This design comes from an exercise in tuning for small area and few clock cycles per item on the open sky130 flow, not from production work.
Only the layout flow was run in this run; the RTL was not checked for function there.

File: design/flow/run.sh
#!/bin/bash
# synth_recipe.tcl (not shown) runs the flow's synth.tcl, then flattens the netlist and writes it again
# the make line also repeats each setting of config.mk as NAME=value (left out here)
make -C /OpenROAD-flow-scripts/flow DESIGN_CONFIG=/design/flow/config.mk WORK_HOME=/design/flow/orfs CLKGATE_MAP_FILE= SYNTH_SCRIPT=/design/flow/synth_recipe.tcl finish
File: design/flow/config.mk
export PLATFORM = sky130hd
export DESIGN_NAME = note_hue_to_rgb_colour
export DESIGN_NICKNAME = note_hue_to_rgb_colour
export VERILOG_FILES = /design/flow/design.v
export SDC_FILE = /design/flow/constraint.sdc
export NUM_CORES = 4
export LEC_CHECK = 0
export CAP_MARGIN = 20
export CORE_MARGIN = 2
export CORE_UTILIZATION = 40
export SLEW_MARGIN = 20
File: design/flow/constraint.sdc
create_clock -name core_clock -period 17.0 [get_ports {clk}]
set_input_delay 3.4000 -clock core_clock [delete_from_list [all_inputs] [get_ports {clk}]]
set_output_delay 3.4000 -clock core_clock [all_outputs]
set_load 0.01 [all_outputs]
File: design/flow/design.v
package nhc_pkg;
	localparam int unsigned NOTE_W = 7;
	localparam int unsigned CHAN_W = 8;
	localparam int unsigned SEG_W  = 8;
	localparam logic [SEG_W-1:0] SEG_RESET = 8'd12;
	function automatic logic [16:0] add16(input logic [15:0] a, input logic [15:0] b, input logic ci);
		logic c;
		logic [15:0] s;
		c = ci;
		for (int i = 0; i < 16; i++) begin
			s[i] = a[i] ^ b[i] ^ c;
			c    = (a[i] & b[i]) | (a[i] & c) | (b[i] & c);
		end
		add16 = {c, s};
	endfunction
	function automatic logic [16:0] sub16(input logic [15:0] a, input logic [15:0] b);
		sub16 = add16(a, ~b, 1'b1);
	endfunction
	function automatic logic [15:0] mul8x8(input logic [7:0] a, input logic [7:0] b);
		logic [15:0] s, c, pp, ns, nc;
		s = '0;
		c = '0;
		for (int i = 0; i < 8; i++) begin
			pp = '0;
			for (int k = 0; k < 8; k++) pp[i+k] = a[k] & b[i];
			for (int k = 0; k < 16; k++) begin
				ns[k] = s[k] ^ c[k] ^ pp[k];
				nc[k] = (s[k] & c[k]) | (s[k] & pp[k]) | (c[k] & pp[k]);
			end
			s = ns;
			c = {nc[14:0], 1'b0};
		end
		mul8x8 = add16(s, c, 1'b0);
	endfunction
	function automatic logic [13:0] mul8x6(input logic [7:0] a, input logic [5:0] b);
		logic [15:0] s, c, pp, ns, nc;
		s = '0;
		c = '0;
		for (int i = 0; i < 6; i++) begin
			pp = '0;
			for (int k = 0; k < 8; k++) pp[i+k] = a[k] & b[i];
			for (int k = 0; k < 16; k++) begin
				ns[k] = s[k] ^ c[k] ^ pp[k];
				nc[k] = (s[k] & c[k]) | (s[k] & pp[k]) | (c[k] & pp[k]);
			end
			s = ns;
			c = {nc[14:0], 1'b0};
		end
		mul8x6 = 14'(add16(s, c, 1'b0));
	endfunction
	function automatic logic [31:0] csa16(input logic [15:0] a, input logic [15:0] b, input logic [15:0] c);
		logic [15:0] s, k;
		for (int i = 0; i < 16; i++) begin
			s[i] = a[i] ^ b[i] ^ c[i];
			k[i] = (a[i] & b[i]) | (a[i] & c[i]) | (b[i] & c[i]);
		end
		csa16 = {k[14:0], 1'b0, s};
	endfunction
	function automatic logic [16:0] add3(input logic [15:0] a, input logic [15:0] b, input logic [15:0] c,
			input logic ci);
		logic [31:0] t;
		t = csa16(a, b, c);
		add3 = add16(t[15:0], t[31:16], ci);
	endfunction
	function automatic logic [16:0] add4(input logic [15:0] a, input logic [15:0] b, input logic [15:0] c,
			input logic [15:0] d, input logic ci);
		logic [31:0] t;
		t = csa16(a, b, c);
		add4 = add3(t[15:0], t[31:16], d, ci);
	endfunction
	function automatic logic [15:0] madd86(input logic [7:0] a, input logic [5:0] b, input logic [15:0] c,
			input logic [15:0] d);
		logic [15:0] s, k, pp;
		logic [31:0] t;
		s = c;
		k = d;
		for (int i = 0; i < 6; i++) begin
			pp = '0;
			for (int n = 0; n < 8; n++) pp[i+n] = a[n] & b[i];
			t = csa16(s, k, pp);
			s = t[15:0];
			k = t[31:16];
		end
		madd86 = 16'(add16(s, k, 1'b0));
	endfunction
endpackage
module note_hue_to_rgb_colour (
	input  logic                          clk,
	input  logic                          arst_n,
	input  logic                          psel,
	input  logic                          penable,
	input  logic                          pwrite,
	input  logic [2:0]                    paddr,
	input  logic [31:0]                   pwdata,
	output logic [31:0]                   prdata,
	output logic                          pready,
	input  logic                          note_valid,
	output logic                          note_ready,
	input  logic [nhc_pkg::NOTE_W-1:0]    note_number,
	input  logic [nhc_pkg::CHAN_W-1:0]    saturation,
	input  logic [nhc_pkg::CHAN_W-1:0]    brightness,
	input  logic [nhc_pkg::CHAN_W-1:0]    opacity,
	output logic                          rgb_valid,
	input  logic                          rgb_ready,
	output logic [nhc_pkg::CHAN_W-1:0]    red,
	output logic [nhc_pkg::CHAN_W-1:0]    green,
	output logic [nhc_pkg::CHAN_W-1:0]    blue,
	output logic [nhc_pkg::CHAN_W-1:0]    alpha_out
);
	logic [7:0] seg_q;
	logic [7:0] seg;
	assign pready = 1'b1;
	assign prdata = paddr[2] ? 32'd0 : {24'd0, seg_q};
	assign seg = {seg_q[7:1], seg_q[0] | (seg_q == 8'd0)};
	always_ff @(posedge clk or negedge arst_n) begin
		if (!arst_n) begin
			seg_q <= nhc_pkg::SEG_RESET;
		end else if (psel && penable && pwrite && !paddr[2]) begin
			seg_q <= pwdata[7:0];
		end
	end
	logic [3:1] vld, ld;
	assign ld[1] = !vld[1] || ld[2];
	assign ld[2] = !vld[2] || ld[3];
	assign ld[3] = !vld[3] || rgb_ready;
	assign note_ready = ld[1];
	assign rgb_valid  = vld[3];
	always_ff @(posedge clk or negedge arst_n) begin
		if (!arst_n) begin
			vld <= '0;
		end else begin
			if (ld[1]) vld[1] <= note_valid;
			if (ld[2]) vld[2] <= vld[1];
			if (ld[3]) vld[3] <= vld[2];
		end
	end
	logic [6:0] note_c;
	logic [7:0] s_c, v_c, alpha_c;
	assign note_c = note_number;
	assign s_c = saturation;
	assign v_c = brightness;
	assign alpha_c = opacity;
	logic [3:0] m4_c;
	logic [7:0] r_c;
	logic [2:0] a_c;
	logic [7:0] b_c;
	logic [13:0] z_c;
	logic [7:0] qa_c;
	logic [2:0] qh_c;
	logic [2:0] zl_c;
	logic [15:0] p_c;
	logic [7:0] p1_c;
	logic [7:0] p0_c;
	logic [5:0] q_c;
	logic [2:0] sec_c;
	logic [5:0] j_c;
	logic [13:0] k0_c;
	logic [13:0] t_c;
	logic [7:0] red_c;
	logic [7:0] green_c;
	logic [7:0] blue_c;
	logic [7:0] s_q1;
	logic [7:0] v_q1;
	logic [7:0] alpha_q1;
	logic [7:0] r_q1;
	logic [7:0] s_q2;
	logic [7:0] v_q2;
	logic [7:0] alpha_q2;
	logic [2:0] a_q2;
	logic [7:0] qa_q2;
	logic [2:0] qh_q2;
	logic [2:0] zl_q2;
	logic [7:0] v_q3;
	logic [7:0] alpha_q3;
	logic [7:0] p1_q3;
	logic [7:0] p0_q3;
	logic [2:0] sec_q3;
	logic [5:0] j_q3;
	always_comb begin
		logic [7:0] acc, t;
		logic [16:0] d;
		acc = '0;
		for (int i = 6; i >= 3; i--) begin
			t = {acc[6:0], note_c[i]} & 8'((1 << (7 - i)) - 1);
			d = nhc_pkg::sub16({8'b0, t}, {8'b0, seg});
			if (d[16]) acc = d[7:0] & 8'((1 << (7 - i)) - 1);
			else acc = t;
		end
		m4_c = acc[3:0];
	end
	always_comb begin
		logic [7:0] acc, t;
		logic [16:0] d;
		acc = {4'b0, m4_c};
		for (int i = 2; i >= 0; i--) begin
			t = {acc[6:0], note_c[i]} & 8'((1 << (7 - i)) - 1);
			d = nhc_pkg::sub16({8'b0, t}, {8'b0, seg});
			if (d[16]) acc = d[7:0] & 8'((1 << (7 - i)) - 1);
			else acc = t;
		end
		r_c = acc;
	end
	always_ff @(posedge clk) begin
		if (ld[1] && note_valid) begin
			s_q1 <= s_c;
			v_q1 <= v_c;
			alpha_q1 <= alpha_c;
			r_q1 <= r_c;
		end
	end
	always_comb begin
		logic [10:0] t;
		logic [16:0] d;
		t = 11'(nhc_pkg::add16({6'b0, r_q1, 2'b00}, {7'b0, r_q1, 1'b0}, 1'b0));
		d = nhc_pkg::add3({6'b0, r_q1, 2'b00}, {7'b0, r_q1, 1'b0}, ~{6'b0, seg, 2'b00}, 1'b1);
		a_c[2] = d[16];
		if (d[16]) t = d[10:0];
		d = nhc_pkg::sub16({5'b0, t}, {7'b0, seg, 1'b0});
		a_c[1] = d[16];
		if (d[16]) t = d[10:0];
		d = nhc_pkg::sub16({5'b0, t}, {8'b0, seg});
		a_c[0] = d[16];
		if (d[16]) t = d[10:0];
		b_c = t[7:0];
	end
	always_comb begin
		logic [16:0] u;
		u = nhc_pkg::add3({2'b0, b_c, 6'b0}, ~{6'b0, b_c, 2'b0}, {9'b0, seg[7:1]}, 1'b1);
		z_c = u[13:0];
	end
	always_comb begin
		logic [8:0] t;
		logic [7:0] acc;
		logic [16:0] d;
		acc = z_c[13:6];
		for (int i = 5; i >= 3; i--) begin
			t = {acc, z_c[i]};
			d = nhc_pkg::sub16({7'b0, t}, {8'b0, seg});
			qh_c[i-3] = d[16];
			acc = d[16] ? d[7:0] : t[7:0];
		end
		qa_c = acc;
		zl_c = z_c[2:0];
	end
	always_ff @(posedge clk) begin
		if (ld[2] && vld[1]) begin
			s_q2 <= s_q1;
			v_q2 <= v_q1;
			alpha_q2 <= alpha_q1;
			a_q2 <= a_c;
			qa_q2 <= qa_c;
			qh_q2 <= qh_c;
			zl_q2 <= zl_c;
		end
	end
	assign p_c = nhc_pkg::mul8x8(s_q2, v_q2);
	always_comb begin
		logic [16:0] ab;
		logic ge;
		ab = nhc_pkg::add16({8'b0, p_c[15:8]}, {8'b0, p_c[7:0]}, 1'b0);
		ge = ab[8] | (ab[7:0] == 8'hff);
		p1_c = 8'(nhc_pkg::add16({8'b0, p_c[15:8]}, 16'd0, ge));
		p0_c = 8'(nhc_pkg::add16({8'b0, ab[7:0]}, 16'd0, ge));
	end
	always_comb begin
		logic [8:0] t;
		logic [7:0] acc;
		logic [16:0] d;
		acc = qa_q2;
		q_c[5:3] = qh_q2;
		for (int i = 2; i >= 0; i--) begin
			t = {acc, zl_q2[i]};
			d = nhc_pkg::sub16({7'b0, t}, {8'b0, seg});
			q_c[i] = d[16];
			acc = d[16] ? d[7:0] : t[7:0];
		end
	end
	always_comb begin
		logic ovf;
		logic [2:0] sb;
		logic [5:0] rm;
		ovf = (q_c == 6'd60);
		rm = ovf ? 6'd0 : q_c;
		sb = a_q2 + {2'b0, ovf};
		case (sb)
			3'd0: sec_c = 3'd2;
			3'd1: sec_c = 3'd3;
			3'd2: sec_c = 3'd4;
			3'd3: sec_c = 3'd5;
			3'd4: sec_c = 3'd0;
			default: sec_c = 3'd1;
		endcase
		j_c = sec_c[0] ? rm : 6'(nhc_pkg::sub16(16'd60, {10'b0, rm}));
	end
	always_ff @(posedge clk) begin
		if (ld[3] && vld[2]) begin
			v_q3 <= v_q2;
			alpha_q3 <= alpha_q2;
			p1_q3 <= p1_c;
			p0_q3 <= p0_c;
			sec_q3 <= sec_c;
			j_q3 <= j_c;
		end
	end
	assign k0_c = 14'(nhc_pkg::madd86(p0_q3, j_q3, 16'd0, 16'd0));
	always_comb begin
		logic [1:0] ck;
		logic cy;
		cy = 1'b0;
		for (int i = 0; i < 8; i++) begin
			logic hb;
			hb = (i < 6) ? k0_c[8+i] : 1'b0;
			cy = (hb & k0_c[i]) | (hb & cy) | (k0_c[i] & cy);
		end
		ck = (k0_c == 14'd0) ? 2'd0 : cy ? 2'd2 : 2'd1;
		t_c = 14'(nhc_pkg::madd86(p1_q3, j_q3, {10'b0, k0_c[13:8]}, {14'b0, ck}));
	end
	always_comb begin
		logic [11:0] x;
		logic [5:0] m1;
		logic [4:0] m2;
		logic [3:0] m;
		logic nz;
		logic [7:0] cj, c60;
		x = t_c[13:2];
		m1 = 6'(nhc_pkg::add3({12'b0, x[11:8]}, {12'b0, x[7:4]}, {12'b0, x[3:0]}, 1'b0));
		m2 = 5'(nhc_pkg::add16({14'b0, m1[5:4]}, {12'b0, m1[3:0]}, 1'b0));
		m = (m2 >= 5'd15) ? 4'(m2 - 5'd15) : m2[3:0];
		nz = (t_c[1:0] != 2'b0) || (m != 4'd0);
		cj = 8'(nhc_pkg::add4({8'b0, v_q3}, {8'b0, x[7:0]}, {8'b0, x[3:0], 4'b0}, {8'b0, ~{m, m}}, !nz));
		c60 = 8'(nhc_pkg::add16({8'b0, v_q3}, ~{8'b0, p1_q3}, (p0_q3 == 8'd0)));
		case (sec_q3)
			3'd0:    begin red_c = v_q3;   green_c = cj;  blue_c = c60; end
			3'd1:    begin red_c = cj;  green_c = v_q3;   blue_c = c60; end
			3'd2:    begin red_c = c60; green_c = v_q3;   blue_c = cj;  end
			3'd3:    begin red_c = c60; green_c = cj;  blue_c = v_q3;   end
			3'd4:    begin red_c = cj;  green_c = c60; blue_c = v_q3;   end
			default: begin red_c = v_q3;   green_c = c60; blue_c = cj;  end
		endcase
	end
	assign red = red_c;
	assign green = green_c;
	assign blue = blue_c;
	assign alpha_out = alpha_q3;
endmodule
==> summary.txt <==
-- worst reg2reg max path: cells and delay by family, from the launching register on --
kind | cells | cell delay [ns]
AO/OA/AOI/OAI | 8 | 1.28
adder cells (fa/ha/maj) | 46 | 15.06
buffers and inverters | 13 | 0.90
flip-flops | 1 | 0.40
multiplexers | 6 | 1.39
AND/OR/NAND/NOR | 10 | 1.31
-- cell usage after synthesis (all sizes together), types with 3 or more instances --
cell type	instances
xnor2	12
a21oi	40
maj3	6
mux2	36
edfxtp	113
nor2b	6
o22ai	14
mux2i	50
nor2	51
and2	70
a22o	6
xor2	8
nand2b	6
fa	254
buf	29
clkbuf	30
nand2	132
inv	265
ha	88
o21ai	29
nand3	6
or4	3
dfrtp	9
a31oi	4
nor4	3
nand4b	3
a22oi	15
nor3	10
o22a	6
-- kinds of logic after synthesis --
family / after synthesis / share of synthesized area
buf+inv: 324 / 0.0908
compound gates: 135 / 0.0595
xor+xnor: 21 / 0.0136
fa+ha+maj: 348 / 0.424
flops: 124 / 0.249
other cells: 2 / 0.000510
simple gates: 299 / 0.0977
mux: 86 / 0.0639
-- final timing paths --
check / end / cells after the start / start
max in group asynchronous: seg_q[5] / 1 / arst_n
hold reg to reg: alpha_q2[3] / 0 / alpha_q1[3]
hold / removal: alpha_q2[3] / 0 / alpha_q1[3]
setup / recovery: red[7] / 75 / j_q3[1]
setup reg to reg: qa_q2[3] / 83 / seg_q[5]
min in group asynchronous: vld[1] / 1 / arst_n
-- layer usage --
metal  vias to the layer above  global-route usage  routed length [um]
li1                       4694                   -                   -
met1                      4973               0.235               14400
met2                       141               0.309               16000
met3                        25              0.0203                 801
met4                         0              0.0471                 350
met5                         -                   0                   0
-- state kept, by name (all words and copies together) (netlist names), 7 cells and up --
register and count:
alpha_q1 8, alpha_q2 8, alpha_q3 8, p0_q3 8, p1_q3 8, qa_q2 8, s_q1 8, s_q2 8
seg_q 8, v_q1 8, v_q2 8, v_q3 8, r_q1 7
-- area by class of cell --
class / count / area (um2)
tap: 468 / 586
sequential: 124 / 3680
clock buffer: 18 / 429
timing repair buffer: 241 / 1980
inverter: 265 / 1000
clock inverter: 14 / 161
multi-input combinational: 914 / 10400
fill: 3277 / 18200
-- timing repair --
action | in CTS | in global routing
pin swaps | 76 | 18
setup buffers | 20 | 9
setup endpoints to repair | 34 | 34
gates resized for setup | 143 | 37
-- stage by stage --
stage | setup slack (ns) | TNS (ns) | cell area, um2 | hold WS, ns | utilization
2_1_floorplan | -3.79 | -83.22 | 15200 | 0.400 | -
3_3_place_gp | -4.12 | -101.59 | 17200 | 0.400 | 0.473
3_5_place_dp | -4.39 | -107.78 | 17200 | 0.405 | 0.473
4_1_cts | -4.05 | -100.40 | 18100 | 0.419 | 0.496
5_1_grt | -4.55 | -116.00 | 18300 | 0.423 | 0.501
6_report | -3.96 | -97.52 | 18300 | 0.418 | 0.501
==> flow_metrics.py <==
metrics = {
    "yosys": {
        "synth_top_area_cell": "fa_1",
        "yosysSeqAreaShare": 0.249,
        "syn_inst": 1339,
        "yosys_warnings": 1,
        "yosys_register_bits": 124,
        "async_flop_share": 0.0887,
        "synth_cell_types": 64,
        "synth_edf_count": 113,
        "synth_area_mm2": 0.0147,
        "synthTopCellsByArea": "fa_1, edfxtp_1, ha_1",
        "synthFlopType": "edfxtp_1",
        "avgSynthCellArea_um2": 11.0,
        "post-synth-top-area-fraction": 0.346,
    },
    "timing": {
        "max_freq_ghz": 0.0477,
        "hold_violations": 0,
        "fin_ws_ns": -3.96,
        "worst_pin_slew_ns": 1.10,
        "setup-violations-final": 34,
        "rsz0062_at_grt": "true",
        "drv_slew": 0,
        "period_needed_ns": 20.96,
        "slew-limit-headroom": 0.266,
        "period_share": 1.23,
        "finalClockSkew_ns": 0.0116,
    },
    "clock_tree": {
        "clockBufferDepth": 2,
        "cts_sinks": 124,
        "path_clk_slew_ns": 0.06,
        "cts_tree": "built",
        "cts_made_buffers": 17,
        "cts_root_buf": "clkbuf_16",
        "clk_latency_ns": 0.43,
        "ctsHoldBuffers": 0,
        "h-tree-depth": 4,
    },
    "floorplan": {
        "start_util": 0.404,
        "rows": 70,
        "die_w_um": 196,
        "dieArea_mm2": 0.0383,
        "core-area_mm2": 0.0364,
        "die_y_um": 196,
        "num_io_pins": 140,
    },
    "global_routing": {
        "grt_pass1_vias": 10800,
        "antenna_found_initial": 0,
        "grt_pass1_wl_um": 53700,
        "grt_overflow": 0,
        "grt_usage": 0.177,
        "grt_max_degree": 60,
    },
    "worst_setup_path": {
        "regToRegSetupSlack_ns": -3.54,
        "arrival_ns": 17.56,
        "path_buf_inv": 22,
        "cpMostUsedCell": "fa_2",
        "slowest_delay_ns": 0.53,
        "crit_family": "adder cells",
        "slowest_stage": "fa_2",
        "cp.required_ns": 13.60,
        "cp-end-kind": "output pin",
        "path_max_fanout": 5,
        "setup.worst_path.start_class": "flip-flop",
        "path_class": "flip-flop to output pin",
    },
    "run": {
        "cap_viol_max_count": 0,
    },
    "route": {
        "via_per_inst": 4.81,
        "wl_um": 31600,
        "drc_errors": 0,
        "drt_iter0_drc": 436,
        "wl_per_cell_um": 15.4,
        "ant_nets": 0,
        "dr_total_vias": 9833,
        "drt-pass1-iter-count": 5,
    },
    "layout": {
        "layout_commonest_cell": "inv_1",
        "num_antenna_cells": 0,
        "drive_gt1_frac": 0.286,
        "nNetsFinal": 1978,
        "syn2layout_area_growth_pct": 24.1,
        "finalNonFillerCells": 2044,
        "final_cell_mix": "inv_1, fa_1, buf_4, nand2_1, edfxtp_1",
    },
    "placed_design": {
        "io_buffers": 88,
        "placed_cells": 1983,
        "place_hpwl_um": 25600,
        "gp_congestion": 0.838,
    },
    "min_path": {
        "hold_class": "flip-flop to flip-flop",
    },
    "outcome": {
        "so.violations": "setup timing",
        "run_status": "complete, but fails checks",
    },
}

## what the ideal ports hide
No port has a modelled driver above. Below, the same layout with a new extraction and two added sets of constraints.
Step 1: set_driving_cell puts a clkbuf_16 on clk and a buf_2 on each other input, an assumption about the parent block.
Step 2, shift: input delay + t, output delay - t, t = (earliest + latest rising clock arrival at the registers) / 2. This alone moves slack from input paths to output paths.
Three values: no drivers, after step 1, after step 2; two values: the first two.
t, ns: 0.474
setup WS [ns]: -3.957 / -4.005 / -3.538
worst hold slack (ns): 0.418 / 0.418 / 0.418
worst setup path after step 2: register to register
latest minus earliest clock arrival (ns): 0.012 / 0.012
The setup slack of this run moves by -0.048 ns with the drivers and by +0.419 ns with both steps.
